This is an optimization exercise on Yosys and OpenROAD, whose aim is small area, not a production implementation.
The RTL was checked by simulation tests, not by an equivalence proof against the original design.

## flow/design.v (module list and top-level ports; edited modules follow where they fit)
// module corr_mac: 440 lines
// module correlator_top: 339 lines
module correlator_top
(
  input  logic                 clk_in,
  input  logic                 i_rst,
  input  logic                 i_pdm_valid,
  input  logic [3-1:0] i_pdm_bits,
  output logic                 o_acc_valid,
  output logic [(((3 * (3 - 1) / 2) > 1) ? $clog2((3 * (3 - 1) / 2)) : 1)-1:0]              o_acc_bl,
  output logic [((8 > 1) ? $clog2(8) : 1)-1:0]             o_acc_lag,
  output logic signed [48-1:0]                 o_acc_data,
  output logic                 o_acc_last
);
  // ...
==> flow/flow/run.sh <==
#!/bin/bash
# Standard layout with these changes to how it is made:
#  - synthesis maps logic with an area-oriented ABC script (flow/abc_area.script,
#    used through ABC_AREA=1) from a copy of the ORFS scripts folder;
#  - after synthesis, flow/postsynth.py maps the combinational logic again
#    (registers, adders and their names untouched) and keeps the smaller netlist;
#  - the clock tree uses small leaf clusters of clkbuf_4 and no dummy loads;
#  - ports are buffered with buf_1.
# Each tool's output goes to a log file in this folder.
set -euo pipefail
HERE=$(pwd)
rm -rf "$HERE/scripts_mod" "$HERE/post"
cp -r "$FLOW_HOME/scripts" "$HERE/scripts_mod"
cp "$HERE/flow/abc_area.script" "$HERE/scripts_mod/abc_area.script"
CTS="-sink_clustering_enable -repair_clock_nets -dont_use_dummy_load -sink_clustering_size 8 -sink_clustering_max_diameter 80 -buf_list sky130_fd_sc_hd__clkbuf_4"
ARGS=("SCRIPTS_DIR=$HERE/scripts_mod" "CTS_ARGS=$CTS" "BUFFER_PORTS_ARGS=-buffer_cell sky130_fd_sc_hd__buf_1")
bash standard.sh "${ARGS[@]}" synth > make_synth.log 2>&1
RES="$HERE/orfs/results/$FLOW_PLATFORM/correlator_top/base"
LIB="$FLOW_HOME/platforms/$FLOW_PLATFORM/lib/sky130_fd_sc_hd__tt_025C_1v80.lib"
if [[ -x "$FLOW_HOME/../tools/install/yosys/bin/yosys" ]]; then
  export YOSYS_BIN="$FLOW_HOME/../tools/install/yosys/bin/yosys"
fi
cp "$RES/1_2_yosys.v" "$HERE/1_2_yosys.std.v"
python3 "$HERE/flow/postsynth.py" "$LIB" "$FLOW_TOP" "$HERE/1_2_yosys.std.v" "$HERE/1_2_yosys.post.v" \
  "$HERE/post" 6 "$HERE/flow/reabc1.script,$HERE/flow/reabc2.script,$HERE/flow/reabc3.script" \
  > postsynth.log 2>&1
cp "$HERE/1_2_yosys.post.v" "$RES/1_2_yosys.v"
rm -f "$RES/1_synth.odb" "$RES/1_synth.sdc"
bash standard.sh "${ARGS[@]}" finish > make_finish.log 2>&1
==> flow/flow/abc_area.script <==
strash
dch
map -a
strash
dch
map -a
topo
==> flow/flow/fa_polarity.py <==
#!/usr/bin/env python3
"""Rewrite a mapped sky130hd netlist so fewer inverters sit between full adders.

A full adder is self-dual: inverting its three inputs inverts both outputs. For
every sky130_fd_sc_hd__fa_* cell this chooses whether to use it in inverted
form, so that as few nets as possible need an inverter, and then rebuilds the
inverters: at most one per net, shared by all loads that need the complement.
The logic function of every port and register input is unchanged; no register
or port is touched.

usage: fa_polarity.py LIBERTY IN.v OUT.v
"""
import re, sys, random

lib, src, dst = sys.argv[1:4]

# Output pins of every cell, from the liberty file
outs = {}
cell = None
for line in open(lib):
    m = re.match(r'\s*cell\s*\(\s*"?([\w]+)"?\s*\)', line)
    if m:
        cell = m.group(1); outs[cell] = set(); continue
    m = re.match(r'\s*pin\s*\(\s*"?(\w+)"?\s*\)', line)
    if m:
        pin = m.group(1); continue
    if re.match(r'\s*direction\s*:\s*"?output', line) and cell:
        outs[cell].add(pin)

text = open(src).read()
mstart = text.index('module ')
header_end = text.index(';', mstart) + 1
body = text[header_end:text.rindex('endmodule')]

inst_re = re.compile(r'\s*(sky130_fd_sc_hd__\w+)\s+(\S+)\s*\((.*?)\);', re.S)
pin_re = re.compile(r'\.(\w+)\(\s*(.*?)\s*\)(?=\s*,|\s*$)', re.S)

decls = []
cells = []   # [type, name, {pin: net}]
pos = 0
for stmt in re.finditer(r'[^;]*;', body, re.S):
    s = stmt.group(0)
    m = inst_re.match(s)
    if m:
        typ, name, pins = m.group(1), m.group(2), m.group(3)
        conn = {}
        for p, n in pin_re.findall(pins):
            conn[p] = n.strip()
        cells.append([typ, name, conn])
    else:
        decls.append(s)

ports = set()
for d in decls:
    m = re.match(r'\s*(input|output|inout)\s*(\[[^\]]*\])?\s*(.*);', d, re.S)
    if m:
        nm = m.group(3).strip()
        if m.group(2):
            hi, lo = [int(x) for x in m.group(2)[1:-1].split(':')]
            for i in range(min(hi, lo), max(hi, lo) + 1):
                ports.add(f'{nm}[{i}]')
        ports.add(nm)

def is_inv(t):
    return re.match(r'sky130_fd_sc_hd__(clk)?inv_\d+$', t) is not None
def is_fa(t):
    return re.match(r'sky130_fd_sc_hd__fa_\d+$', t) is not None

driver = {}
for ci, (t, n, conn) in enumerate(cells):
    for p, net in conn.items():
        if p in outs[t]:
            driver[net] = (ci, p)

def key(net):
    return net.replace(' ', '')

# Inverters we may remove: input and output are plain internal nets
removable = set()
for ci, (t, n, conn) in enumerate(cells):
    if is_inv(t) and key(conn['Y']) not in ports and key(conn['A']) not in ports \
            and not conn['A'].startswith("1'") :
        removable.add(ci)

def base_of(net):
    """(base net, parity) looking through removable inverters."""
    par = 0
    seen = 0
    while net in driver and driver[net][0] in removable and seen < 8:
        net = cells[driver[net][0]][2]['A']
        par ^= 1
        seen += 1
    return net, par

fa_ids = [ci for ci, c in enumerate(cells) if is_fa(c[0])]
fa_index = {ci: k for k, ci in enumerate(fa_ids)}
FA_IN = ('A', 'B', 'CIN')

# Loads: every input pin of a kept cell, as (cell, pin, base, parity)
loads = {}   # base -> list of (ci, pin, r)
for ci, (t, n, conn) in enumerate(cells):
    if ci in removable:
        continue
    for p, net in conn.items():
        if p in outs[t]:
            continue
        b, r = base_of(net)
        loads.setdefault(b, []).append((ci, p, r))
# Output ports read nets too
port_loads = {}
for net in list(driver.keys()):
    if key(net) in ports:
        pass
for net in ports:
    pass

def drv_fa(b):
    d = driver.get(b)
    if d and d[0] in fa_index:
        return fa_index[d[0]]
    return None

flip = [0] * len(fa_ids)

def need_inv(b):
    df = drv_fa(b)
    fd = flip[df] if df is not None else 0
    for ci, p, r in loads.get(b, []):
        g = fa_index.get(ci)
        fg = flip[g] if g is not None else 0
        if r ^ fg ^ fd:
            return 1
    return 0

def need_true(b):
    """A flipped FA output still has to give the true value to any port it drives."""
    return 0

# Nets touched by each FA
touch = []
for ci in fa_ids:
    conn = cells[ci][2]
    s = set()
    for p in FA_IN:
        s.add(base_of(conn[p])[0])
    for p in ('SUM', 'COUT'):
        if p in conn:
            s.add(conn[p])
    touch.append(s)

# A flipped FA must not drive a port or be read through a net we cannot invert
fixed = set()
for k, ci in enumerate(fa_ids):
    conn = cells[ci][2]
    for p in ('SUM', 'COUT'):
        if p in conn and key(conn[p]) in ports:
            fixed.add(k)

def cost_of(nets):
    return sum(need_inv(b) for b in nets)

before = sum(need_inv(b) for b in loads)
improved = True
it = 0
while improved and it < 50:
    improved = False
    it += 1
    for k in range(len(fa_ids)):
        if k in fixed:
            continue
        c0 = cost_of(touch[k])
        flip[k] ^= 1
        c1 = cost_of(touch[k])
        if c1 < c0:
            improved = True
        else:
            flip[k] ^= 1
after = sum(need_inv(b) for b in loads)
n_old_inv = sum(1 for ci in removable)
sys.stderr.write(f"fa cells {len(fa_ids)}, flipped {sum(flip)}, removable inverters {n_old_inv}, "
                 f"nets needing an inverter: {before} -> {after}\n")

# Rebuild: every load of base b that needs the complement reads b's inverter
inv_net = {}
# A prefix no existing name starts with
k = 0
while f"_fapol{k}_" in text:
    k += 1
PFX = f"_fapol{k}_"
new_decls = []
new_cells = []
cnt = 0
def inv_for(b):
    global cnt
    if b not in inv_net:
        cnt += 1
        nn = f"{PFX}{cnt}_"
        inv_net[b] = nn
        new_decls.append(f"\n  wire {nn};")
        new_cells.append(["sky130_fd_sc_hd__inv_1", f"{PFX}inv_{cnt}_", {"A": b, "Y": nn}])
    return inv_net[b]

for b, lst in loads.items():
    df = drv_fa(b)
    fd = flip[df] if df is not None else 0
    for ci, p, r in lst:
        g = fa_index.get(ci)
        fg = flip[g] if g is not None else 0
        if r ^ fg ^ fd:
            cells[ci][2][p] = inv_for(b)
        else:
            cells[ci][2][p] = b

out = [text[:header_end]]
out.extend(decls)
out.extend(new_decls)
def emit(t, n, conn):
    ps = ",\n".join(f"    .{p}({net + ' ' if net.startswith(chr(92)) else net})" for p, net in conn.items())
    return f"\n  {t} {n} (\n{ps}\n  );"
for ci, (t, n, conn) in enumerate(cells):
    if ci in removable:
        continue
    out.append(emit(t, n, conn))
for t, n, conn in new_cells:
    out.append(emit(t, n, conn))
out.append("\nendmodule\n")
open(dst, 'w').write("".join(out))
==> flow/flow/gen_cells.py <==
#!/usr/bin/env python3
"""Write Verilog models of the single-output combinational cells of a liberty
file (from their function attributes), so Yosys can re-map them.
Cells with flip-flops, latches, several outputs or no function are left out.
usage: gen_cells.py LIBERTY OUT.v"""
import re, sys
lib, dst = sys.argv[1:3]
txt = open(lib).read()
out = []
for m in re.finditer(r'\n\s*cell\s*\(\s*"?(\w+)"?\s*\)\s*\{', txt):
    name = m.group(1)
    # body: up to the next cell
    start = m.end()
    nxt = re.search(r'\n\s*cell\s*\(', txt[start:])
    body = txt[start:start + nxt.start()] if nxt else txt[start:]
    if re.search(r'\b(ff|latch|statetable|clock_gating_integrated_cell)\s*\(', body) or 'clock_gate' in body:
        continue
    pins = re.findall(r'\n\s*pin\s*\(\s*"?(\w+)"?\s*\)\s*\{(.*?)\n\s*\}', body, re.S)
    ins, outs = [], []
    for pn, pb in pins:
        d = re.search(r'direction\s*:\s*"?(\w+)', pb)
        if not d:
            continue
        if d.group(1) == 'input':
            ins.append(pn)
        elif d.group(1) == 'output':
            f = re.search(r'function\s*:\s*"([^"]*)"', pb)
            outs.append((pn, f.group(1) if f else None))
    if len(outs) != 1 or outs[0][1] is None or not ins:
        continue
    on, fn = outs[0]
    if re.search(r'VPWR|VGND|KAPWR|VPB|VNB', fn):
        continue
    expr = fn.replace('!', '~').replace('*', '&').replace('+', '|')
    ports = ", ".join([f"input {p}" for p in ins] + [f"output {on}"])
    out.append(f"module {name}({ports});\n  assign {on} = {expr};\nendmodule\n")
open(dst, 'w').write("\n".join(out))
print(len(out), "cells")
==> flow/flow/postsynth.py <==
#!/usr/bin/env python3
"""Re-map the combinational logic of a synthesized sky130hd netlist.

1. fa_polarity.py flips full adders so fewer inverters sit between them.
2. Yosys reads the netlist with models of the single-output combinational
   cells (flip-flops, adders, buffers and tie cells stay black boxes, so every
   register keeps its instance name and cell type), flattens those cells to
   gates and maps them again with ABC. Steps 1-2 repeat; the smallest result
   is kept, or the input if none is smaller.

usage: postsynth.py LIBERTY TOP IN.v OUT.v WORKDIR ROUNDS ABC_SCRIPT[,ABC_SCRIPT...]
(round r uses the scripts in turn)
"""
import os, re, shutil, subprocess, sys

lib, top, src, dst, work, rounds, abc = sys.argv[1:8]
rounds = int(rounds)
abcs = abc.split(",")
here = os.path.dirname(os.path.abspath(__file__))
os.makedirs(work, exist_ok=True)
yosys = os.environ.get("YOSYS_BIN", "yosys")

DONTUSE = ("probe_p_8 probec_p_8 lpflow_bleeder_1 lpflow_clkbufkapwr_1 lpflow_clkbufkapwr_16 "
           "lpflow_clkbufkapwr_2 lpflow_clkbufkapwr_4 lpflow_clkbufkapwr_8 lpflow_clkinvkapwr_1 "
           "lpflow_clkinvkapwr_16 lpflow_clkinvkapwr_2 lpflow_clkinvkapwr_4 lpflow_clkinvkapwr_8 "
           "lpflow_decapkapwr_12 lpflow_decapkapwr_3 lpflow_decapkapwr_4 lpflow_decapkapwr_6 "
           "lpflow_decapkapwr_8 lpflow_inputiso0n_1 lpflow_inputiso0p_1 lpflow_inputiso1n_1 "
           "lpflow_inputiso1p_1 lpflow_inputisolatch_1 lpflow_isobufsrc_1 lpflow_isobufsrc_16 "
           "lpflow_isobufsrc_2 lpflow_isobufsrc_4 lpflow_isobufsrc_8 lpflow_isobufsrckapwr_16 "
           "lpflow_lsbuf_lh_hl_isowell_tap_1 lpflow_lsbuf_lh_hl_isowell_tap_2 "
           "lpflow_lsbuf_lh_hl_isowell_tap_4 lpflow_lsbuf_lh_isowell_4 lpflow_lsbuf_lh_isowell_tap_1 "
           "lpflow_lsbuf_lh_isowell_tap_2 lpflow_lsbuf_lh_isowell_tap_4").split()
dontuse = " ".join(f"-dont_use sky130_fd_sc_hd__{c}" for c in DONTUSE)

def area_of(netlist, tag):
    """Area of a netlist by Yosys stat."""
    ys = os.path.join(work, f"{tag}_stat.ys")
    st = os.path.join(work, f"{tag}_stat.txt")
    open(ys, "w").write(f"read_liberty -lib {lib}\nread_verilog {netlist}\nhierarchy -top {top}\n"
                        f"tee -o {st} stat -liberty {lib}\n")
    subprocess.run([yosys, "-q", "-l", os.path.join(work, f"{tag}_stat.log"), ys], check=True)
    return float(re.search(r"Chip area for module .*?: ([\d.]+)", open(st).read()).group(1))

cells_all = os.path.join(work, "cells_all.v")
subprocess.run([sys.executable, os.path.join(here, "gen_cells.py"), lib, cells_all], check=True)
mods = open(cells_all).read().split("endmodule\n")
keep = [m for m in mods if m.strip() and not re.search(
    r"module sky130_fd_sc_hd__(buf|clkbuf|dlygate|clkdlybuf|dlymetal|bufbuf|lpflow)", m)]
cells = os.path.join(work, "cells_comb.v")
open(cells, "w").write("endmodule\n".join(keep) + "endmodule\n")
tpl = open(os.path.join(here, "reabc.ys.tpl")).read()

best = src
best_area = area_of(src, "r0")
print(f"input area {best_area:.1f}", flush=True)
cur = src
for r in range(1, rounds + 1):
    pol = os.path.join(work, f"r{r}_pol.v")
    subprocess.run([sys.executable, os.path.join(here, "fa_polarity.py"), lib, cur, pol], check=True)
    out = os.path.join(work, f"r{r}_out.v")
    ys = os.path.join(work, f"r{r}.ys")
    open(ys, "w").write(tpl.replace("@LIB@", lib).replace("@CELLS@", cells).replace("@IN@", pol)
                        .replace("@TOP@", top).replace("@SCRIPT@", abcs[(r - 1) % len(abcs)]).replace("@DONTUSE@", dontuse)
                        .replace("@STAT@", os.path.join(work, f"r{r}_abcstat.txt")).replace("@OUT@", out))
    subprocess.run([yosys, "-q", "-l", os.path.join(work, f"r{r}.log"), ys], check=True)
    a = area_of(out, f"r{r}")
    print(f"round {r}: area {a:.1f}", flush=True)
    if a < best_area:
        best, best_area = out, a
    cur = out
shutil.copyfile(best, dst)
print(f"kept {best} ({best_area:.1f})")
==> flow/flow/reabc.ys.tpl <==
read_liberty -lib @LIB@
read_verilog -overwrite @CELLS@
read_verilog @IN@
hierarchy -top @TOP@
flatten
techmap
opt -fast
opt_clean -purge
abc -script @SCRIPT@ -liberty @LIB@ @DONTUSE@
opt_clean -purge
hilomap -singleton -hicell sky130_fd_sc_hd__conb_1 HI -locell sky130_fd_sc_hd__conb_1 LO
splitnets
opt_clean -purge
insbuf -buf sky130_fd_sc_hd__buf_4 A X
opt_clean -purge
rename -hide w:*.*
tee -o @STAT@ stat -liberty @LIB@
write_verilog -noattr -nohex -nodec @OUT@
==> flow/flow/reabc1.script <==
strash
dch
map -a
strash
dch
map -a
topo
==> flow/flow/reabc2.script <==
strash
&get -n
&st
&dch
&nf -a
&put
strash
&get -n
&st
&dch
&nf -a
&put
topo
==> flow/flow/reabc3.script <==
strash
dch
amap
strash
dch
map -a
topo
==> flow/standard.sh <==
#!/bin/bash
# synth_recipe.tcl (not shown) runs the flow's synth.tcl, then flattens the netlist and writes it again
# the make line also repeats each setting of config.mk as NAME=value (left out here)
make -C /OpenROAD-flow-scripts/flow DESIGN_CONFIG=/design/flow/config.mk WORK_HOME=/design/flow/orfs CLKGATE_MAP_FILE= SYNTH_SCRIPT=/design/flow/synth_recipe.tcl "${@:-finish}"
==> flow/config.mk <==
export PLATFORM = sky130hd
export DESIGN_NAME = correlator_top
export DESIGN_NICKNAME = correlator_top
export VERILOG_FILES = /design/flow/design.v
export SDC_FILE = /design/flow/constraint.sdc
export NUM_CORES = 4
export LEC_CHECK = 0
export ABC_AREA = 1
export CAP_MARGIN = 10
export CORE_MARGIN = 2
export CORE_UTILIZATION = 55
export SLEW_MARGIN = 10
==> flow/constraint.sdc <==
create_clock -name core_clock -period 20.0 [get_ports {clk_in}]
set_input_delay 4.0000 -clock core_clock [delete_from_list [all_inputs] [get_ports {clk_in}]]
set_output_delay 4.0000 -clock core_clock [all_outputs]
set_load 0.01 [all_outputs]
==> metrics.yaml, run 1 <==
finalWirelength_mm: 95.84
drtIter0Drc: 2074
worstPathArrival_ns: 20.03
layout_setup_ws_ns: 0.7129
dr_wl_met3_mm: 5.828
multiInputGateArea_sq_um: 16540
multi_input_area_share_pct: 42.38
timing.rr.start: "t[1]"
largest_class: "sequential cells"
nNetsFinal: 3612
gp_congestion: 0.9293
dp_hpwl_mm: 67.97
r2r-end: "acc[35]"
row_count: 93
largest_register_ffs: 216
outcome: "finished clean"
overflow: 0
max-slew-margin-rel_pct: 31.75
syn_nets: 3297
fp.dieW_um: 257.9
n_fill_cell: 5261
m1WireLength_mm: 41.58
post_cts_resized: 14
clkbuf_count: 121
globalRouteMet3Util_pct: 5.114
wl_met2_mm: 45.55
layout_commonest_cell: "dfxtp_1"
num_antenna_cells: 6
clock-root-buffer: "clkbuf_4"
==> module corr_mac, before the edit <==
module corr_mac
(
  input  logic [17:0] a,
  input  logic [17:0] b,
  input  logic [35:0] acc_in,
  output logic [35:0] sum
);
  logic [18:0] b_ext;
  logic [18:0] pp [9];
  logic [8:0]  ng;
  always_comb begin
    b_ext = {b, 1'b0};
    for (int i = 0; i < 9; i++) begin
      logic q0, q1, q2, one, two;
      q0    = b_ext[2*i];
      q1    = b_ext[2*i+1];
      q2    = b_ext[2*i+2];
      ng[i] = q2 & ~(q1 & q0);
      one   = q1 ^ q0;
      two   = (q2 & ~q1 & ~q0) | (~q2 & q1 & q0);
      for (int j = 0; j < 19; j++) begin
        pp[i][j] = ((one & ((j < 18) ? a[j] : a[17])) | (two & ((j > 0) ? a[j-1] : 1'b0))) ^ ng[i];
      end
    end
  end
  logic [411:0] w;
  assign w[0] = acc_in[14] ^ pp[0][14];
  assign w[1] = acc_in[14] & pp[0][14];
  assign w[2] = acc_in[15] ^ pp[0][15];
  assign w[3] = acc_in[15] & pp[0][15];
  assign w[4] = acc_in[16] ^ pp[0][16] ^ pp[1][14];
  assign w[5] = (acc_in[16] & pp[0][16]) | (acc_in[16] & pp[1][14]) | (pp[0][16] & pp[1][14]);
  assign w[6] = pp[2][12] ^ pp[3][10];
  assign w[7] = pp[2][12] & pp[3][10];
  assign w[8] = acc_in[17] ^ pp[0][17] ^ pp[1][15];
  assign w[9] = (acc_in[17] & pp[0][17]) | (acc_in[17] & pp[1][15]) | (pp[0][17] & pp[1][15]);
  assign w[10] = pp[2][13] ^ pp[3][11];
  assign w[11] = pp[2][13] & pp[3][11];
  assign w[12] = acc_in[18] ^ ~pp[0][18] ^ pp[1][16];
  assign w[13] = (acc_in[18] & ~pp[0][18]) | (acc_in[18] & pp[1][16]) | (~pp[0][18] & pp[1][16]);
  assign w[14] = pp[2][14] ^ pp[3][12];
  assign w[15] = pp[2][14] & pp[3][12];
  assign w[16] = acc_in[19] ^ pp[1][17] ^ pp[2][15];
  assign w[17] = (acc_in[19] & pp[1][17]) | (acc_in[19] & pp[2][15]) | (pp[1][17] & pp[2][15]);
  assign w[18] = acc_in[20] ^ ~pp[1][18];
  assign w[19] = acc_in[20] & ~pp[1][18];
  assign w[20] = acc_in[8] ^ pp[0][8];
  assign w[21] = acc_in[8] & pp[0][8];
  assign w[22] = acc_in[9] ^ pp[0][9];
  assign w[23] = acc_in[9] & pp[0][9];
  assign w[24] = acc_in[10] ^ pp[0][10] ^ pp[1][8];
  assign w[25] = (acc_in[10] & pp[0][10]) | (acc_in[10] & pp[1][8]) | (pp[0][10] & pp[1][8]);
  assign w[26] = pp[2][6] ^ pp[3][4];
  assign w[27] = pp[2][6] & pp[3][4];
  assign w[28] = acc_in[11] ^ pp[0][11] ^ pp[1][9];
  assign w[29] = (acc_in[11] & pp[0][11]) | (acc_in[11] & pp[1][9]) | (pp[0][11] & pp[1][9]);
  assign w[30] = pp[2][7] ^ pp[3][5];
  assign w[31] = pp[2][7] & pp[3][5];
  assign w[32] = acc_in[12] ^ pp[0][12] ^ pp[1][10];
  assign w[33] = (acc_in[12] & pp[0][12]) | (acc_in[12] & pp[1][10]) | (pp[0][12] & pp[1][10]);
  assign w[34] = pp[2][8] ^ pp[3][6] ^ pp[4][4];
  assign w[35] = (pp[2][8] & pp[3][6]) | (pp[2][8] & pp[4][4]) | (pp[3][6] & pp[4][4]);
  assign w[36] = pp[5][2] ^ pp[6][0];
  assign w[37] = pp[5][2] & pp[6][0];
  assign w[38] = acc_in[13] ^ pp[0][13] ^ pp[1][11];
  assign w[39] = (acc_in[13] & pp[0][13]) | (acc_in[13] & pp[1][11]) | (pp[0][13] & pp[1][11]);
  assign w[40] = pp[2][9] ^ pp[3][7] ^ pp[4][5];
  assign w[41] = (pp[2][9] & pp[3][7]) | (pp[2][9] & pp[4][5]) | (pp[3][7] & pp[4][5]);
  assign w[42] = pp[5][3] ^ pp[6][1];
  assign w[43] = pp[5][3] & pp[6][1];
  assign w[44] = w[0] ^ pp[1][12] ^ pp[2][10];
  assign w[45] = (w[0] & pp[1][12]) | (w[0] & pp[2][10]) | (pp[1][12] & pp[2][10]);
  assign w[46] = pp[3][8] ^ pp[4][6] ^ pp[5][4];
  assign w[47] = (pp[3][8] & pp[4][6]) | (pp[3][8] & pp[5][4]) | (pp[4][6] & pp[5][4]);
  assign w[48] = pp[6][2] ^ pp[7][0] ^ ng[7];
  assign w[49] = (pp[6][2] & pp[7][0]) | (pp[6][2] & ng[7]) | (pp[7][0] & ng[7]);
  assign w[50] = w[1] ^ w[2] ^ pp[1][13];
  assign w[51] = (w[1] & w[2]) | (w[1] & pp[1][13]) | (w[2] & pp[1][13]);
  assign w[52] = pp[2][11] ^ pp[3][9] ^ pp[4][7];
  assign w[53] = (pp[2][11] & pp[3][9]) | (pp[2][11] & pp[4][7]) | (pp[3][9] & pp[4][7]);
  assign w[54] = pp[5][5] ^ pp[6][3] ^ pp[7][1];
  assign w[55] = (pp[5][5] & pp[6][3]) | (pp[5][5] & pp[7][1]) | (pp[6][3] & pp[7][1]);
  assign w[56] = w[3] ^ w[4] ^ w[6];
  assign w[57] = (w[3] & w[4]) | (w[3] & w[6]) | (w[4] & w[6]);
  assign w[58] = pp[4][8] ^ pp[5][6] ^ pp[6][4];
  assign w[59] = (pp[4][8] & pp[5][6]) | (pp[4][8] & pp[6][4]) | (pp[5][6] & pp[6][4]);
  assign w[60] = pp[7][2] ^ pp[8][0] ^ ng[8];
  assign w[61] = (pp[7][2] & pp[8][0]) | (pp[7][2] & ng[8]) | (pp[8][0] & ng[8]);
  assign w[62] = w[5] ^ w[7] ^ w[8];
  assign w[63] = (w[5] & w[7]) | (w[5] & w[8]) | (w[7] & w[8]);
  assign w[64] = w[10] ^ pp[4][9] ^ pp[5][7];
  assign w[65] = (w[10] & pp[4][9]) | (w[10] & pp[5][7]) | (pp[4][9] & pp[5][7]);
  assign w[66] = pp[6][5] ^ pp[7][3] ^ pp[8][1];
  assign w[67] = (pp[6][5] & pp[7][3]) | (pp[6][5] & pp[8][1]) | (pp[7][3] & pp[8][1]);
  assign w[68] = w[9] ^ w[11] ^ w[12];
  assign w[69] = (w[9] & w[11]) | (w[9] & w[12]) | (w[11] & w[12]);
  assign w[70] = w[14] ^ pp[4][10] ^ pp[5][8];
  assign w[71] = (w[14] & pp[4][10]) | (w[14] & pp[5][8]) | (pp[4][10] & pp[5][8]);
  assign w[72] = pp[6][6] ^ pp[7][4] ^ pp[8][2];
  assign w[73] = (pp[6][6] & pp[7][4]) | (pp[6][6] & pp[8][2]) | (pp[7][4] & pp[8][2]);
  assign w[74] = w[13] ^ w[15] ^ w[16];
  assign w[75] = (w[13] & w[15]) | (w[13] & w[16]) | (w[15] & w[16]);
  assign w[76] = pp[3][13] ^ pp[4][11] ^ pp[5][9];
  assign w[77] = (pp[3][13] & pp[4][11]) | (pp[3][13] & pp[5][9]) | (pp[4][11] & pp[5][9]);
  assign w[78] = pp[6][7] ^ pp[7][5] ^ pp[8][3];
  assign w[79] = (pp[6][7] & pp[7][5]) | (pp[6][7] & pp[8][3]) | (pp[7][5] & pp[8][3]);
  assign w[80] = w[17] ^ w[18] ^ pp[2][16];
  assign w[81] = (w[17] & w[18]) | (w[17] & pp[2][16]) | (w[18] & pp[2][16]);
  assign w[82] = pp[3][14] ^ pp[4][12] ^ pp[5][10];
  assign w[83] = (pp[3][14] & pp[4][12]) | (pp[3][14] & pp[5][10]) | (pp[4][12] & pp[5][10]);
  assign w[84] = pp[6][8] ^ pp[7][6] ^ pp[8][4];
  assign w[85] = (pp[6][8] & pp[7][6]) | (pp[6][8] & pp[8][4]) | (pp[7][6] & pp[8][4]);
  assign w[86] = w[19] ^ acc_in[21] ^ pp[2][17];
  assign w[87] = (w[19] & acc_in[21]) | (w[19] & pp[2][17]) | (acc_in[21] & pp[2][17]);
  assign w[88] = pp[3][15] ^ pp[4][13] ^ pp[5][11];
  assign w[89] = (pp[3][15] & pp[4][13]) | (pp[3][15] & pp[5][11]) | (pp[4][13] & pp[5][11]);
  assign w[90] = pp[6][9] ^ pp[7][7] ^ pp[8][5];
  assign w[91] = (pp[6][9] & pp[7][7]) | (pp[6][9] & pp[8][5]) | (pp[7][7] & pp[8][5]);
  assign w[92] = acc_in[22] ^ ~pp[2][18] ^ pp[3][16];
  assign w[93] = (acc_in[22] & ~pp[2][18]) | (acc_in[22] & pp[3][16]) | (~pp[2][18] & pp[3][16]);
  assign w[94] = pp[4][14] ^ pp[5][12] ^ pp[6][10];
  assign w[95] = (pp[4][14] & pp[5][12]) | (pp[4][14] & pp[6][10]) | (pp[5][12] & pp[6][10]);
  assign w[96] = pp[7][8] ^ pp[8][6];
  assign w[97] = pp[7][8] & pp[8][6];
  assign w[98] = acc_in[23] ^ pp[3][17] ^ pp[4][15];
  assign w[99] = (acc_in[23] & pp[3][17]) | (acc_in[23] & pp[4][15]) | (pp[3][17] & pp[4][15]);
  assign w[100] = pp[5][13] ^ pp[6][11] ^ pp[7][9];
  assign w[101] = (pp[5][13] & pp[6][11]) | (pp[5][13] & pp[7][9]) | (pp[6][11] & pp[7][9]);
  assign w[102] = acc_in[24] ^ ~pp[3][18] ^ pp[4][16];
  assign w[103] = (acc_in[24] & ~pp[3][18]) | (acc_in[24] & pp[4][16]) | (~pp[3][18] & pp[4][16]);
  assign w[104] = pp[5][14] ^ pp[6][12];
  assign w[105] = pp[5][14] & pp[6][12];
  assign w[106] = acc_in[25] ^ pp[4][17] ^ pp[5][15];
  assign w[107] = (acc_in[25] & pp[4][17]) | (acc_in[25] & pp[5][15]) | (pp[4][17] & pp[5][15]);
  assign w[108] = acc_in[26] ^ ~pp[4][18];
  assign w[109] = acc_in[26] & ~pp[4][18];
  assign w[110] = acc_in[4] ^ pp[0][4];
  assign w[111] = acc_in[4] & pp[0][4];
  assign w[112] = acc_in[5] ^ pp[0][5];
  assign w[113] = acc_in[5] & pp[0][5];
  assign w[114] = acc_in[6] ^ pp[0][6] ^ pp[1][4];
  assign w[115] = (acc_in[6] & pp[0][6]) | (acc_in[6] & pp[1][4]) | (pp[0][6] & pp[1][4]);
  assign w[116] = pp[2][2] ^ pp[3][0];
  assign w[117] = pp[2][2] & pp[3][0];
  assign w[118] = acc_in[7] ^ pp[0][7] ^ pp[1][5];
  assign w[119] = (acc_in[7] & pp[0][7]) | (acc_in[7] & pp[1][5]) | (pp[0][7] & pp[1][5]);
  assign w[120] = pp[2][3] ^ pp[3][1];
  assign w[121] = pp[2][3] & pp[3][1];
  assign w[122] = w[20] ^ pp[1][6] ^ pp[2][4];
  assign w[123] = (w[20] & pp[1][6]) | (w[20] & pp[2][4]) | (pp[1][6] & pp[2][4]);
  assign w[124] = pp[3][2] ^ pp[4][0] ^ ng[4];
  assign w[125] = (pp[3][2] & pp[4][0]) | (pp[3][2] & ng[4]) | (pp[4][0] & ng[4]);
  assign w[126] = w[21] ^ w[22] ^ pp[1][7];
  assign w[127] = (w[21] & w[22]) | (w[21] & pp[1][7]) | (w[22] & pp[1][7]);
  assign w[128] = pp[2][5] ^ pp[3][3] ^ pp[4][1];
  assign w[129] = (pp[2][5] & pp[3][3]) | (pp[2][5] & pp[4][1]) | (pp[3][3] & pp[4][1]);
  assign w[130] = w[23] ^ w[24] ^ w[26];
  assign w[131] = (w[23] & w[24]) | (w[23] & w[26]) | (w[24] & w[26]);
  assign w[132] = pp[4][2] ^ pp[5][0] ^ ng[5];
  assign w[133] = (pp[4][2] & pp[5][0]) | (pp[4][2] & ng[5]) | (pp[5][0] & ng[5]);
  assign w[134] = w[25] ^ w[27] ^ w[28];
  assign w[135] = (w[25] & w[27]) | (w[25] & w[28]) | (w[27] & w[28]);
  assign w[136] = w[30] ^ pp[4][3] ^ pp[5][1];
  assign w[137] = (w[30] & pp[4][3]) | (w[30] & pp[5][1]) | (pp[4][3] & pp[5][1]);
  assign w[138] = w[29] ^ w[31] ^ w[32];
  assign w[139] = (w[29] & w[31]) | (w[29] & w[32]) | (w[31] & w[32]);
  assign w[140] = w[34] ^ w[36] ^ ng[6];
  assign w[141] = (w[34] & w[36]) | (w[34] & ng[6]) | (w[36] & ng[6]);
  assign w[142] = w[33] ^ w[35] ^ w[37];
  assign w[143] = (w[33] & w[35]) | (w[33] & w[37]) | (w[35] & w[37]);
  assign w[144] = w[38] ^ w[40] ^ w[42];
  assign w[145] = (w[38] & w[40]) | (w[38] & w[42]) | (w[40] & w[42]);
  assign w[146] = w[39] ^ w[41] ^ w[43];
  assign w[147] = (w[39] & w[41]) | (w[39] & w[43]) | (w[41] & w[43]);
  assign w[148] = w[44] ^ w[46] ^ w[48];
  assign w[149] = (w[44] & w[46]) | (w[44] & w[48]) | (w[46] & w[48]);
  assign w[150] = w[45] ^ w[47] ^ w[49];
  assign w[151] = (w[45] & w[47]) | (w[45] & w[49]) | (w[47] & w[49]);
  assign w[152] = w[50] ^ w[52] ^ w[54];
  assign w[153] = (w[50] & w[52]) | (w[50] & w[54]) | (w[52] & w[54]);
  assign w[154] = w[51] ^ w[53] ^ w[55];
  assign w[155] = (w[51] & w[53]) | (w[51] & w[55]) | (w[53] & w[55]);
  assign w[156] = w[56] ^ w[58] ^ w[60];
  assign w[157] = (w[56] & w[58]) | (w[56] & w[60]) | (w[58] & w[60]);
  assign w[158] = w[57] ^ w[59] ^ w[61];
  assign w[159] = (w[57] & w[59]) | (w[57] & w[61]) | (w[59] & w[61]);
  assign w[160] = w[62] ^ w[64] ^ w[66];
  assign w[161] = (w[62] & w[64]) | (w[62] & w[66]) | (w[64] & w[66]);
  assign w[162] = w[63] ^ w[65] ^ w[67];
  assign w[163] = (w[63] & w[65]) | (w[63] & w[67]) | (w[65] & w[67]);
  assign w[164] = w[68] ^ w[70] ^ w[72];
  assign w[165] = (w[68] & w[70]) | (w[68] & w[72]) | (w[70] & w[72]);
  assign w[166] = w[69] ^ w[71] ^ w[73];
  assign w[167] = (w[69] & w[71]) | (w[69] & w[73]) | (w[71] & w[73]);
  assign w[168] = w[74] ^ w[76] ^ w[78];
  assign w[169] = (w[74] & w[76]) | (w[74] & w[78]) | (w[76] & w[78]);
  assign w[170] = w[75] ^ w[77] ^ w[79];
  assign w[171] = (w[75] & w[77]) | (w[75] & w[79]) | (w[77] & w[79]);
  assign w[172] = w[80] ^ w[82] ^ w[84];
  assign w[173] = (w[80] & w[82]) | (w[80] & w[84]) | (w[82] & w[84]);
  assign w[174] = w[81] ^ w[83] ^ w[85];
  assign w[175] = (w[81] & w[83]) | (w[81] & w[85]) | (w[83] & w[85]);
  assign w[176] = w[86] ^ w[88] ^ w[90];
  assign w[177] = (w[86] & w[88]) | (w[86] & w[90]) | (w[88] & w[90]);
  assign w[178] = w[87] ^ w[89] ^ w[91];
  assign w[179] = (w[87] & w[89]) | (w[87] & w[91]) | (w[89] & w[91]);
  assign w[180] = w[92] ^ w[94] ^ w[96];
  assign w[181] = (w[92] & w[94]) | (w[92] & w[96]) | (w[94] & w[96]);
  assign w[182] = w[93] ^ w[95] ^ w[97];
  assign w[183] = (w[93] & w[95]) | (w[93] & w[97]) | (w[95] & w[97]);
  assign w[184] = w[98] ^ w[100] ^ pp[8][7];
  assign w[185] = (w[98] & w[100]) | (w[98] & pp[8][7]) | (w[100] & pp[8][7]);
  assign w[186] = w[99] ^ w[101] ^ w[102];
  assign w[187] = (w[99] & w[101]) | (w[99] & w[102]) | (w[101] & w[102]);
  assign w[188] = w[104] ^ pp[7][10] ^ pp[8][8];
  assign w[189] = (w[104] & pp[7][10]) | (w[104] & pp[8][8]) | (pp[7][10] & pp[8][8]);
  assign w[190] = w[103] ^ w[105] ^ w[106];
  assign w[191] = (w[103] & w[105]) | (w[103] & w[106]) | (w[105] & w[106]);
  assign w[192] = pp[6][13] ^ pp[7][11] ^ pp[8][9];
  assign w[193] = (pp[6][13] & pp[7][11]) | (pp[6][13] & pp[8][9]) | (pp[7][11] & pp[8][9]);
  assign w[194] = w[107] ^ w[108] ^ pp[5][16];
  assign w[195] = (w[107] & w[108]) | (w[107] & pp[5][16]) | (w[108] & pp[5][16]);
  assign w[196] = pp[6][14] ^ pp[7][12] ^ pp[8][10];
  assign w[197] = (pp[6][14] & pp[7][12]) | (pp[6][14] & pp[8][10]) | (pp[7][12] & pp[8][10]);
  assign w[198] = w[109] ^ acc_in[27] ^ pp[5][17];
  assign w[199] = (w[109] & acc_in[27]) | (w[109] & pp[5][17]) | (acc_in[27] & pp[5][17]);
  assign w[200] = pp[6][15] ^ pp[7][13] ^ pp[8][11];
  assign w[201] = (pp[6][15] & pp[7][13]) | (pp[6][15] & pp[8][11]) | (pp[7][13] & pp[8][11]);
  assign w[202] = acc_in[28] ^ ~pp[5][18] ^ pp[6][16];
  assign w[203] = (acc_in[28] & ~pp[5][18]) | (acc_in[28] & pp[6][16]) | (~pp[5][18] & pp[6][16]);
  assign w[204] = pp[7][14] ^ pp[8][12];
  assign w[205] = pp[7][14] & pp[8][12];
  assign w[206] = acc_in[29] ^ pp[6][17] ^ pp[7][15];
  assign w[207] = (acc_in[29] & pp[6][17]) | (acc_in[29] & pp[7][15]) | (pp[6][17] & pp[7][15]);
  assign w[208] = acc_in[30] ^ ~pp[6][18];
  assign w[209] = acc_in[30] & ~pp[6][18];
  assign w[210] = acc_in[2] ^ pp[0][2];
  assign w[211] = acc_in[2] & pp[0][2];
  assign w[212] = acc_in[3] ^ pp[0][3];
  assign w[213] = acc_in[3] & pp[0][3];
  assign w[214] = w[110] ^ pp[1][2] ^ pp[2][0];
  assign w[215] = (w[110] & pp[1][2]) | (w[110] & pp[2][0]) | (pp[1][2] & pp[2][0]);
  assign w[216] = w[111] ^ w[112] ^ pp[1][3];
  assign w[217] = (w[111] & w[112]) | (w[111] & pp[1][3]) | (w[112] & pp[1][3]);
  assign w[218] = w[113] ^ w[114] ^ w[116];
  assign w[219] = (w[113] & w[114]) | (w[113] & w[116]) | (w[114] & w[116]);
  assign w[220] = w[115] ^ w[117] ^ w[118];
  assign w[221] = (w[115] & w[117]) | (w[115] & w[118]) | (w[117] & w[118]);
  assign w[222] = w[119] ^ w[121] ^ w[122];
  assign w[223] = (w[119] & w[121]) | (w[119] & w[122]) | (w[121] & w[122]);
  assign w[224] = w[123] ^ w[125] ^ w[126];
  assign w[225] = (w[123] & w[125]) | (w[123] & w[126]) | (w[125] & w[126]);
  assign w[226] = w[127] ^ w[129] ^ w[130];
  assign w[227] = (w[127] & w[129]) | (w[127] & w[130]) | (w[129] & w[130]);
  assign w[228] = w[131] ^ w[133] ^ w[134];
  assign w[229] = (w[131] & w[133]) | (w[131] & w[134]) | (w[133] & w[134]);
  assign w[230] = w[135] ^ w[137] ^ w[138];
  assign w[231] = (w[135] & w[137]) | (w[135] & w[138]) | (w[137] & w[138]);
  assign w[232] = w[139] ^ w[141] ^ w[142];
  assign w[233] = (w[139] & w[141]) | (w[139] & w[142]) | (w[141] & w[142]);
  assign w[234] = w[143] ^ w[145] ^ w[146];
  assign w[235] = (w[143] & w[145]) | (w[143] & w[146]) | (w[145] & w[146]);
  assign w[236] = w[147] ^ w[149] ^ w[150];
  assign w[237] = (w[147] & w[149]) | (w[147] & w[150]) | (w[149] & w[150]);
  assign w[238] = w[151] ^ w[153] ^ w[154];
  assign w[239] = (w[151] & w[153]) | (w[151] & w[154]) | (w[153] & w[154]);
  assign w[240] = w[155] ^ w[157] ^ w[158];
  assign w[241] = (w[155] & w[157]) | (w[155] & w[158]) | (w[157] & w[158]);
  assign w[242] = w[159] ^ w[161] ^ w[162];
  assign w[243] = (w[159] & w[161]) | (w[159] & w[162]) | (w[161] & w[162]);
  assign w[244] = w[163] ^ w[165] ^ w[166];
  assign w[245] = (w[163] & w[165]) | (w[163] & w[166]) | (w[165] & w[166]);
  assign w[246] = w[167] ^ w[169] ^ w[170];
  assign w[247] = (w[167] & w[169]) | (w[167] & w[170]) | (w[169] & w[170]);
  assign w[248] = w[171] ^ w[173] ^ w[174];
  assign w[249] = (w[171] & w[173]) | (w[171] & w[174]) | (w[173] & w[174]);
  assign w[250] = w[175] ^ w[177] ^ w[178];
  assign w[251] = (w[175] & w[177]) | (w[175] & w[178]) | (w[177] & w[178]);
  assign w[252] = w[179] ^ w[181] ^ w[182];
  assign w[253] = (w[179] & w[181]) | (w[179] & w[182]) | (w[181] & w[182]);
  assign w[254] = w[183] ^ w[185] ^ w[186];
  assign w[255] = (w[183] & w[185]) | (w[183] & w[186]) | (w[185] & w[186]);
  assign w[256] = w[187] ^ w[189] ^ w[190];
  assign w[257] = (w[187] & w[189]) | (w[187] & w[190]) | (w[189] & w[190]);
  assign w[258] = w[191] ^ w[193] ^ w[194];
  assign w[259] = (w[191] & w[193]) | (w[191] & w[194]) | (w[193] & w[194]);
  assign w[260] = w[195] ^ w[197] ^ w[198];
  assign w[261] = (w[195] & w[197]) | (w[195] & w[198]) | (w[197] & w[198]);
  assign w[262] = w[199] ^ w[201] ^ w[202];
  assign w[263] = (w[199] & w[201]) | (w[199] & w[202]) | (w[201] & w[202]);
  assign w[264] = w[203] ^ w[205] ^ w[206];
  assign w[265] = (w[203] & w[205]) | (w[203] & w[206]) | (w[205] & w[206]);
  assign w[266] = w[207] ^ w[208] ^ pp[7][16];
  assign w[267] = (w[207] & w[208]) | (w[207] & pp[7][16]) | (w[208] & pp[7][16]);
  assign w[268] = w[209] ^ acc_in[31] ^ pp[7][17];
  assign w[269] = (w[209] & acc_in[31]) | (w[209] & pp[7][17]) | (acc_in[31] & pp[7][17]);
  assign w[270] = acc_in[32] ^ ~pp[7][18];
  assign w[271] = acc_in[32] & ~pp[7][18];
  assign w[272] = acc_in[0] ^ pp[0][0];
  assign w[273] = acc_in[0] & pp[0][0];
  assign w[274] = acc_in[1] ^ pp[0][1];
  assign w[275] = acc_in[1] & pp[0][1];
  assign w[276] = w[210] ^ pp[1][0] ^ ng[1];
  assign w[277] = (w[210] & pp[1][0]) | (w[210] & ng[1]) | (pp[1][0] & ng[1]);
  assign w[278] = w[211] ^ w[212] ^ pp[1][1];
  assign w[279] = (w[211] & w[212]) | (w[211] & pp[1][1]) | (w[212] & pp[1][1]);
  assign w[280] = w[213] ^ w[214] ^ ng[2];
  assign w[281] = (w[213] & w[214]) | (w[213] & ng[2]) | (w[214] & ng[2]);
  assign w[282] = w[215] ^ w[216] ^ pp[2][1];
  assign w[283] = (w[215] & w[216]) | (w[215] & pp[2][1]) | (w[216] & pp[2][1]);
  assign w[284] = w[217] ^ w[218] ^ ng[3];
  assign w[285] = (w[217] & w[218]) | (w[217] & ng[3]) | (w[218] & ng[3]);
  assign w[286] = w[219] ^ w[220] ^ w[120];
  assign w[287] = (w[219] & w[220]) | (w[219] & w[120]) | (w[220] & w[120]);
  assign w[288] = w[221] ^ w[222] ^ w[124];
  assign w[289] = (w[221] & w[222]) | (w[221] & w[124]) | (w[222] & w[124]);
  assign w[290] = w[223] ^ w[224] ^ w[128];
  assign w[291] = (w[223] & w[224]) | (w[223] & w[128]) | (w[224] & w[128]);
  assign w[292] = w[225] ^ w[226] ^ w[132];
  assign w[293] = (w[225] & w[226]) | (w[225] & w[132]) | (w[226] & w[132]);
  assign w[294] = w[227] ^ w[228] ^ w[136];
  assign w[295] = (w[227] & w[228]) | (w[227] & w[136]) | (w[228] & w[136]);
  assign w[296] = w[229] ^ w[230] ^ w[140];
  assign w[297] = (w[229] & w[230]) | (w[229] & w[140]) | (w[230] & w[140]);
  assign w[298] = w[231] ^ w[232] ^ w[144];
  assign w[299] = (w[231] & w[232]) | (w[231] & w[144]) | (w[232] & w[144]);
  assign w[300] = w[233] ^ w[234] ^ w[148];
  assign w[301] = (w[233] & w[234]) | (w[233] & w[148]) | (w[234] & w[148]);
  assign w[302] = w[235] ^ w[236] ^ w[152];
  assign w[303] = (w[235] & w[236]) | (w[235] & w[152]) | (w[236] & w[152]);
  assign w[304] = w[237] ^ w[238] ^ w[156];
  assign w[305] = (w[237] & w[238]) | (w[237] & w[156]) | (w[238] & w[156]);
  assign w[306] = w[239] ^ w[240] ^ w[160];
  assign w[307] = (w[239] & w[240]) | (w[239] & w[160]) | (w[240] & w[160]);
  assign w[308] = w[241] ^ w[242] ^ w[164];
  assign w[309] = (w[241] & w[242]) | (w[241] & w[164]) | (w[242] & w[164]);
  assign w[310] = w[243] ^ w[244] ^ w[168];
  assign w[311] = (w[243] & w[244]) | (w[243] & w[168]) | (w[244] & w[168]);
  assign w[312] = w[245] ^ w[246] ^ w[172];
  assign w[313] = (w[245] & w[246]) | (w[245] & w[172]) | (w[246] & w[172]);
  assign w[314] = w[247] ^ w[248] ^ w[176];
  assign w[315] = (w[247] & w[248]) | (w[247] & w[176]) | (w[248] & w[176]);
  assign w[316] = w[249] ^ w[250] ^ w[180];
  assign w[317] = (w[249] & w[250]) | (w[249] & w[180]) | (w[250] & w[180]);
  assign w[318] = w[251] ^ w[252] ^ w[184];
  assign w[319] = (w[251] & w[252]) | (w[251] & w[184]) | (w[252] & w[184]);
  assign w[320] = w[253] ^ w[254] ^ w[188];
  assign w[321] = (w[253] & w[254]) | (w[253] & w[188]) | (w[254] & w[188]);
  assign w[322] = w[255] ^ w[256] ^ w[192];
  assign w[323] = (w[255] & w[256]) | (w[255] & w[192]) | (w[256] & w[192]);
  assign w[324] = w[257] ^ w[258] ^ w[196];
  assign w[325] = (w[257] & w[258]) | (w[257] & w[196]) | (w[258] & w[196]);
  assign w[326] = w[259] ^ w[260] ^ w[200];
  assign w[327] = (w[259] & w[260]) | (w[259] & w[200]) | (w[260] & w[200]);
  assign w[328] = w[261] ^ w[262] ^ w[204];
  assign w[329] = (w[261] & w[262]) | (w[261] & w[204]) | (w[262] & w[204]);
  assign w[330] = w[263] ^ w[264] ^ pp[8][13];
  assign w[331] = (w[263] & w[264]) | (w[263] & pp[8][13]) | (w[264] & pp[8][13]);
  assign w[332] = w[265] ^ w[266] ^ pp[8][14];
  assign w[333] = (w[265] & w[266]) | (w[265] & pp[8][14]) | (w[266] & pp[8][14]);
  assign w[334] = w[267] ^ w[268] ^ pp[8][15];
  assign w[335] = (w[267] & w[268]) | (w[267] & pp[8][15]) | (w[268] & pp[8][15]);
  assign w[336] = w[269] ^ w[270] ^ pp[8][16];
  assign w[337] = (w[269] & w[270]) | (w[269] & pp[8][16]) | (w[270] & pp[8][16]);
  assign w[338] = w[271] ^ acc_in[33] ^ pp[8][17];
  assign w[339] = (w[271] & acc_in[33]) | (w[271] & pp[8][17]) | (acc_in[33] & pp[8][17]);
  assign w[340] = acc_in[34] ^ ~pp[8][18];
  assign w[341] = acc_in[34] & ~pp[8][18];
  assign w[342] = w[272] ^ ng[0];
  assign w[343] = w[272] & ng[0];
  assign w[344] = w[273] ^ w[274] ^ w[343];
  assign w[345] = (w[273] & w[274]) | (w[273] & w[343]) | (w[274] & w[343]);
  assign w[346] = w[275] ^ w[276] ^ w[345];
  assign w[347] = (w[275] & w[276]) | (w[275] & w[345]) | (w[276] & w[345]);
  assign w[348] = w[277] ^ w[278] ^ w[347];
  assign w[349] = (w[277] & w[278]) | (w[277] & w[347]) | (w[278] & w[347]);
  assign w[350] = w[279] ^ w[280] ^ w[349];
  assign w[351] = (w[279] & w[280]) | (w[279] & w[349]) | (w[280] & w[349]);
  assign w[352] = w[281] ^ w[282] ^ w[351];
  assign w[353] = (w[281] & w[282]) | (w[281] & w[351]) | (w[282] & w[351]);
  assign w[354] = w[283] ^ w[284] ^ w[353];
  assign w[355] = (w[283] & w[284]) | (w[283] & w[353]) | (w[284] & w[353]);
  assign w[356] = w[285] ^ w[286] ^ w[355];
  assign w[357] = (w[285] & w[286]) | (w[285] & w[355]) | (w[286] & w[355]);
  assign w[358] = w[287] ^ w[288] ^ w[357];
  assign w[359] = (w[287] & w[288]) | (w[287] & w[357]) | (w[288] & w[357]);
  assign w[360] = w[289] ^ w[290] ^ w[359];
  assign w[361] = (w[289] & w[290]) | (w[289] & w[359]) | (w[290] & w[359]);
  assign w[362] = w[291] ^ w[292] ^ w[361];
  assign w[363] = (w[291] & w[292]) | (w[291] & w[361]) | (w[292] & w[361]);
  assign w[364] = w[293] ^ w[294] ^ w[363];
  assign w[365] = (w[293] & w[294]) | (w[293] & w[363]) | (w[294] & w[363]);
  assign w[366] = w[295] ^ w[296] ^ w[365];
  assign w[367] = (w[295] & w[296]) | (w[295] & w[365]) | (w[296] & w[365]);
  assign w[368] = w[297] ^ w[298] ^ w[367];
  assign w[369] = (w[297] & w[298]) | (w[297] & w[367]) | (w[298] & w[367]);
  assign w[370] = w[299] ^ w[300] ^ w[369];
  assign w[371] = (w[299] & w[300]) | (w[299] & w[369]) | (w[300] & w[369]);
  assign w[372] = w[301] ^ w[302] ^ w[371];
  assign w[373] = (w[301] & w[302]) | (w[301] & w[371]) | (w[302] & w[371]);
  assign w[374] = w[303] ^ w[304] ^ w[373];
  assign w[375] = (w[303] & w[304]) | (w[303] & w[373]) | (w[304] & w[373]);
  assign w[376] = w[305] ^ w[306] ^ w[375];
  assign w[377] = (w[305] & w[306]) | (w[305] & w[375]) | (w[306] & w[375]);
  assign w[378] = w[307] ^ w[308] ^ w[377];
  assign w[379] = (w[307] & w[308]) | (w[307] & w[377]) | (w[308] & w[377]);
  assign w[380] = w[309] ^ w[310] ^ w[379];
  assign w[381] = (w[309] & w[310]) | (w[309] & w[379]) | (w[310] & w[379]);
  assign w[382] = w[311] ^ w[312] ^ w[381];
  assign w[383] = (w[311] & w[312]) | (w[311] & w[381]) | (w[312] & w[381]);
  assign w[384] = w[313] ^ w[314] ^ w[383];
  assign w[385] = (w[313] & w[314]) | (w[313] & w[383]) | (w[314] & w[383]);
  assign w[386] = w[315] ^ w[316] ^ w[385];
  assign w[387] = (w[315] & w[316]) | (w[315] & w[385]) | (w[316] & w[385]);
  assign w[388] = w[317] ^ w[318] ^ w[387];
  assign w[389] = (w[317] & w[318]) | (w[317] & w[387]) | (w[318] & w[387]);
  assign w[390] = w[319] ^ w[320] ^ w[389];
  assign w[391] = (w[319] & w[320]) | (w[319] & w[389]) | (w[320] & w[389]);
  assign w[392] = w[321] ^ w[322] ^ w[391];
  assign w[393] = (w[321] & w[322]) | (w[321] & w[391]) | (w[322] & w[391]);
  assign w[394] = w[323] ^ w[324] ^ w[393];
  assign w[395] = (w[323] & w[324]) | (w[323] & w[393]) | (w[324] & w[393]);
  assign w[396] = w[325] ^ w[326] ^ w[395];
  assign w[397] = (w[325] & w[326]) | (w[325] & w[395]) | (w[326] & w[395]);
  assign w[398] = w[327] ^ w[328] ^ w[397];
  assign w[399] = (w[327] & w[328]) | (w[327] & w[397]) | (w[328] & w[397]);
  assign w[400] = w[329] ^ w[330] ^ w[399];
  assign w[401] = (w[329] & w[330]) | (w[329] & w[399]) | (w[330] & w[399]);
  assign w[402] = w[331] ^ w[332] ^ w[401];
  assign w[403] = (w[331] & w[332]) | (w[331] & w[401]) | (w[332] & w[401]);
  assign w[404] = w[333] ^ w[334] ^ w[403];
  assign w[405] = (w[333] & w[334]) | (w[333] & w[403]) | (w[334] & w[403]);
  assign w[406] = w[335] ^ w[336] ^ w[405];
  assign w[407] = (w[335] & w[336]) | (w[335] & w[405]) | (w[336] & w[405]);
  assign w[408] = w[337] ^ w[338] ^ w[407];
  assign w[409] = (w[337] & w[338]) | (w[337] & w[407]) | (w[338] & w[407]);
  assign w[410] = w[339] ^ w[340] ^ w[409];
  assign w[411] = (w[339] & w[340]) | (w[339] & w[409]) | (w[340] & w[409]);
  assign sum = {(w[341] ^ acc_in[35] ^ w[411]), w[410], w[408], w[406], w[404], w[402], w[400], w[398], w[396], w[394], w[392], w[390], w[388], w[386], w[384], w[382], w[380], w[378], w[376], w[374], w[372], w[370], w[368], w[366], w[364], w[362], w[360], w[358], w[356], w[354], w[352], w[350], w[348], w[346], w[344], w[342]};
endmodule
==> inputs of run 2 (changes only) <==
--- a/flow/design.v
+++ b/flow/design.v
@@ -13,17 +13,17 @@
     b_ext = {b, 1'b0};
     for (int i = 0; i < 9; i++) begin
       logic q0, q1, q2, one, two;
       q0    = b_ext[2*i];
       q1    = b_ext[2*i+1];
       q2    = b_ext[2*i+2];
       ng[i] = q2 & ~(q1 & q0);
       one   = q1 ^ q0;
-      two   = (q2 & ~q1 & ~q0) | (~q2 & q1 & q0);
+      two   = (i == 8) ? 1'b0 : ((q2 & ~q1 & ~q0) | (~q2 & q1 & q0));
       for (int j = 0; j < 19; j++) begin
         pp[i][j] = ((one & ((j < 18) ? a[j] : a[17])) | (two & ((j > 0) ? a[j-1] : 1'b0))) ^ ng[i];
       end
     end
   end
   logic [411:0] w;
   assign w[0] = acc_in[14] ^ pp[0][14];
   assign w[1] = acc_in[14] & pp[0][14];
@@ -556,33 +556,32 @@
       4'd15: hrom4 = 12'd0;
       default: hrom4 = '0;
     endcase
   endfunction
   logic [1:0]  phase;       
   logic [1:0]  pend;        
   logic [2:0]  bits_q;
   logic [3:0]  r_cnt;       
-  logic [3:0]  r_proc;      
   logic [1:0]  s_cnt;       
   logic [19:0] a0 [3];
   logic [19:0] a1 [3];
   logic [19:0] a2 [3];
   logic [17:0] a3 [3];
   logic [11:0] a4 [3];
   logic        busy, b, last;
   logic [3:0]  r_sel;
   logic [19:0] n0, n1, n2;
   logic [17:0] n3;
   logic [11:0] n4;
   logic [20:0] y;
   logic [17:0] smp;
   assign busy  = i_pdm_valid || (pend != 2'd0);
   assign b     = i_pdm_valid ? i_pdm_bits[phase] : (busy & bits_q[phase]);
-  assign r_sel = i_pdm_valid ? r_cnt : r_proc;
+  assign r_sel = i_pdm_valid ? r_cnt : r_cnt - 4'd1;
   assign last  = busy && (r_sel == 4'd15);
   function automatic logic [19:0] rca20(input logic [19:0] x, input logic [19:0] z);
     logic c;
     c = 1'b0;
     for (int i = 0; i < 20; i++) begin
       rca20[i] = x[i] ^ z[i] ^ c;
       c = (x[i] & z[i]) | (c & (x[i] ^ z[i]));
     end
@@ -631,17 +630,16 @@
     a1[0] <= a1[1]; a1[1] <= a1[2]; a1[2] <= n1;
     a2[0] <= a2[1]; a2[1] <= a2[2]; a2[2] <= n2;
     a3[0] <= a3[1]; a3[1] <= a3[2]; a3[2] <= n3;
     a4[0] <= a4[1]; a4[1] <= a4[2]; a4[2] <= n4;
   end
   always_ff @(posedge clk_in) begin
     if (i_pdm_valid) begin
       bits_q <= i_pdm_bits;
-      r_proc <= r_cnt;
     end
   end
   localparam int N0 = 4;
   localparam int N1 = 10;
   localparam int N2 = 12;
   logic signed [17:0] r0 [N0];
   logic signed [17:0] r1 [N1];
   logic signed [17:0] r2 [N2];
==> run 2 against run 1 <==
Via count down 0.53%. Wire length shrank 1.9%. Worst hold slack improved by 0.035 ns. Register-to-register slack got worse by 0.04 ns. Area after synthesis down 0.79%. Synthesized cell count down 1.0%. Non-clock buffer count is 38 lower. Critical path type unchanged. Largest cell class unchanged.
==> metrics.yaml, run 2 <==
synth-warning-count: 11
row_count: 92  # -1.1%
endpoint_kind: "flop"
layout_commonest_cell: "dfxtp_1"
antenna_found_initial: 4
clk_latency_ns: 0.97
gp_congestion: 0.9461  # +1.8%
post-route-min-period_ns: 19.33
clk_pin_slew_ns: 0.10
slew_viol_final: 0
dp_slack_ns: -0.3531
grt_pass1_wl_mm: 146.4
cts_tree: "built"
setup_violations: 0
layout_setup_ws_ns: 0.6701  # -0.04276 ns
hp-class: "flop to flop"
floorplan.core_area_sq_um: 63200
crit_top_cell: "fa_1"
grt_max_degree: 58
critPathRequiredTime_ns: 20.79
drtIter0Drc: 2297  # +11%
dr.pass1.iters: 6
holdPathStages: 0
nNetsFinal: 3543  # -1.9%
cp_max_fo: 4
worstPathArrival_ns: 20.12  # +0.09 ns
crit_type: "flop to flop"
syn_nets: 3268  # -0.88%
drive_gt1_share_pct: 10.59
worstRegToRegCells: 63
tightest_slew_ns: 1.131
largest_registers: "r2: 216 flops, r1: 180 flops, r0: 72 flops"
largest_register_ffs: 216  # unchanged
via_per_inst: 5.945
ant_nets: 0
port_buffers: 60
syn_inst: 2901
die_area_sq_um: 65980
grt_pass1_vias: 24800
grt_use_total_pct: 28.75
die_y_um: 256.9
maxCapViolCount: 0
dp_hpwl_mm: 65.65  # -3.4%
max-slew-margin-rel_pct: 24.35  # -7.4 points
wire_per_inst_um: 23.34
pin_count: 61
synth_area_per_cell_sq_um: 12.12
clock-root-buffer: "clkbuf_4"
initial_core_util_pct: 55.65
htree_num_levels: 3
vias: 23940
start_kind: "flop"
overflow: 0  # unchanged
cts_sinks: 876
slowest_stage: "fa_1"
numCtsBuffers: 119
finalWirelength_mm: 94.00  # -1.9%
areaGrowthSynthToFinish_pct: 9.478
fin_crit_sh_pct: 96.65
cpPeakStageDelay_ns: 0.56
drcViolationCount: 0
fmax_mhz: 51.73
clockBufferDepth: 3
hold_violations: 0
synth_area_sq_um: 35170
fp.dieW_um: 256.9  # -0.39%
skew_ns: 0.1370
outcome: "finished clean"
utilization_pct: 60.92
regMostFlops: "r2"
final_cell_mix: "dfxtp_1 (818), fa_1 (230), a22oi_1 (219), clkinv_1 (188), nand2_1 (180)"
-- run 2: final cells by class --
cell class | instances | area [sq um]
inverter | 190 | 715.7
fill | 5196 | 24690
antenna | 7 | 17.52
multi-input combinational | 1787 | 16400
clock buffer | 119 | 893.4
tap | 846 | 1059
timing repair buffer | 202 | 1308
sequential | 876 | 18110
-- run 2: routing by layer --
layer / share of wire [%] / track usage [%] / wire (um)
met1: 44 / 40.32 / 41150
met2: 46 / 45.17 / 43080
met3: 7.6 / 5.201 / 7108
met4: 2.8 / 9.771 / 2656
met5: 0 / 0 / 0
-- run 2: timing repair --
item | 4_1_cts | 5_1_grt
hold buffers | 0 | 0
pin swaps | 5 | 5
gates resized for setup | 21 | 39
buffers inserted | 1 | 1
endpoints found under the setup margin | 2 | 3
-- run 2: final timing paths --
check	startpoint	end	slack, ns
hold reg to reg	r2[4][0]	r2[3][0]	0.29
hold / removal	r2[4][0]	r2[3][0]	0.29
setup / recovery	bl[1]	acc[35]	0.67
setup reg to reg	bl[1]	acc[35]	0.67
-- run 2: critical path, delay by kind of cell (launching register included) --
family                     cells  cell delay (ns)
buffers and inverters          4             0.56
xor gates and xnor gates       6             0.86
and+or+nand+nor                6             0.81
adders and majority gates     43            15.65
AOI/OAI and AO/OA              4             0.92
DFF                            1             0.37
-- run 2: metrics by stage --
stage / area [sq um] / cells / hold WS [ns] / setup TNS [ns]
after floorplan: 35250 / 2901 / 0.3096 / 0
after global placement: 37340 / 3899 / 0.3096 / -0.02434
after detailed placement: 37340 / 3899 / 0.3121 / -0.4790
after CTS: 38330 / 4019 / 0.2720 / 0
after global routing: 38490 / 4022 / 0.2699 / -0.01270
final: 38500 / 4027 / 0.2882 / 0

==> separate check: timing with driven ports <==
The results above use ideal ports. As a check the final layouts listed here were re-extracted and re-timed, cells and wires unchanged. Step 1 assumes that a clkbuf_16 drives the clock port and a buf_2 every other input. Step 2, shift: input delay + t, output delay - t, t = (earliest + latest rising clock arrival at the registers) / 2. This alone moves slack from input paths to output paths. a / b / c = no drivers / after step 1 / after step 2; a / b = the first two.
run | shift t [ns] | setup WS [ns] | latest minus earliest clock arrival (ns) | slew at the worst register clock pin (ns) | worst slew at a driven data input, ns
run 1 | 0.942 | 0.713 / 0.713 / 0.713 | 0.137 / 0.137 | 0.11 / 0.11 | 0.09
run 2 | 0.959 | 0.670 / 0.670 / 0.670 | 0.137 / 0.136 | 0.10 / 0.10 | 0.03
After both steps setup and hold are still met in every run listed.
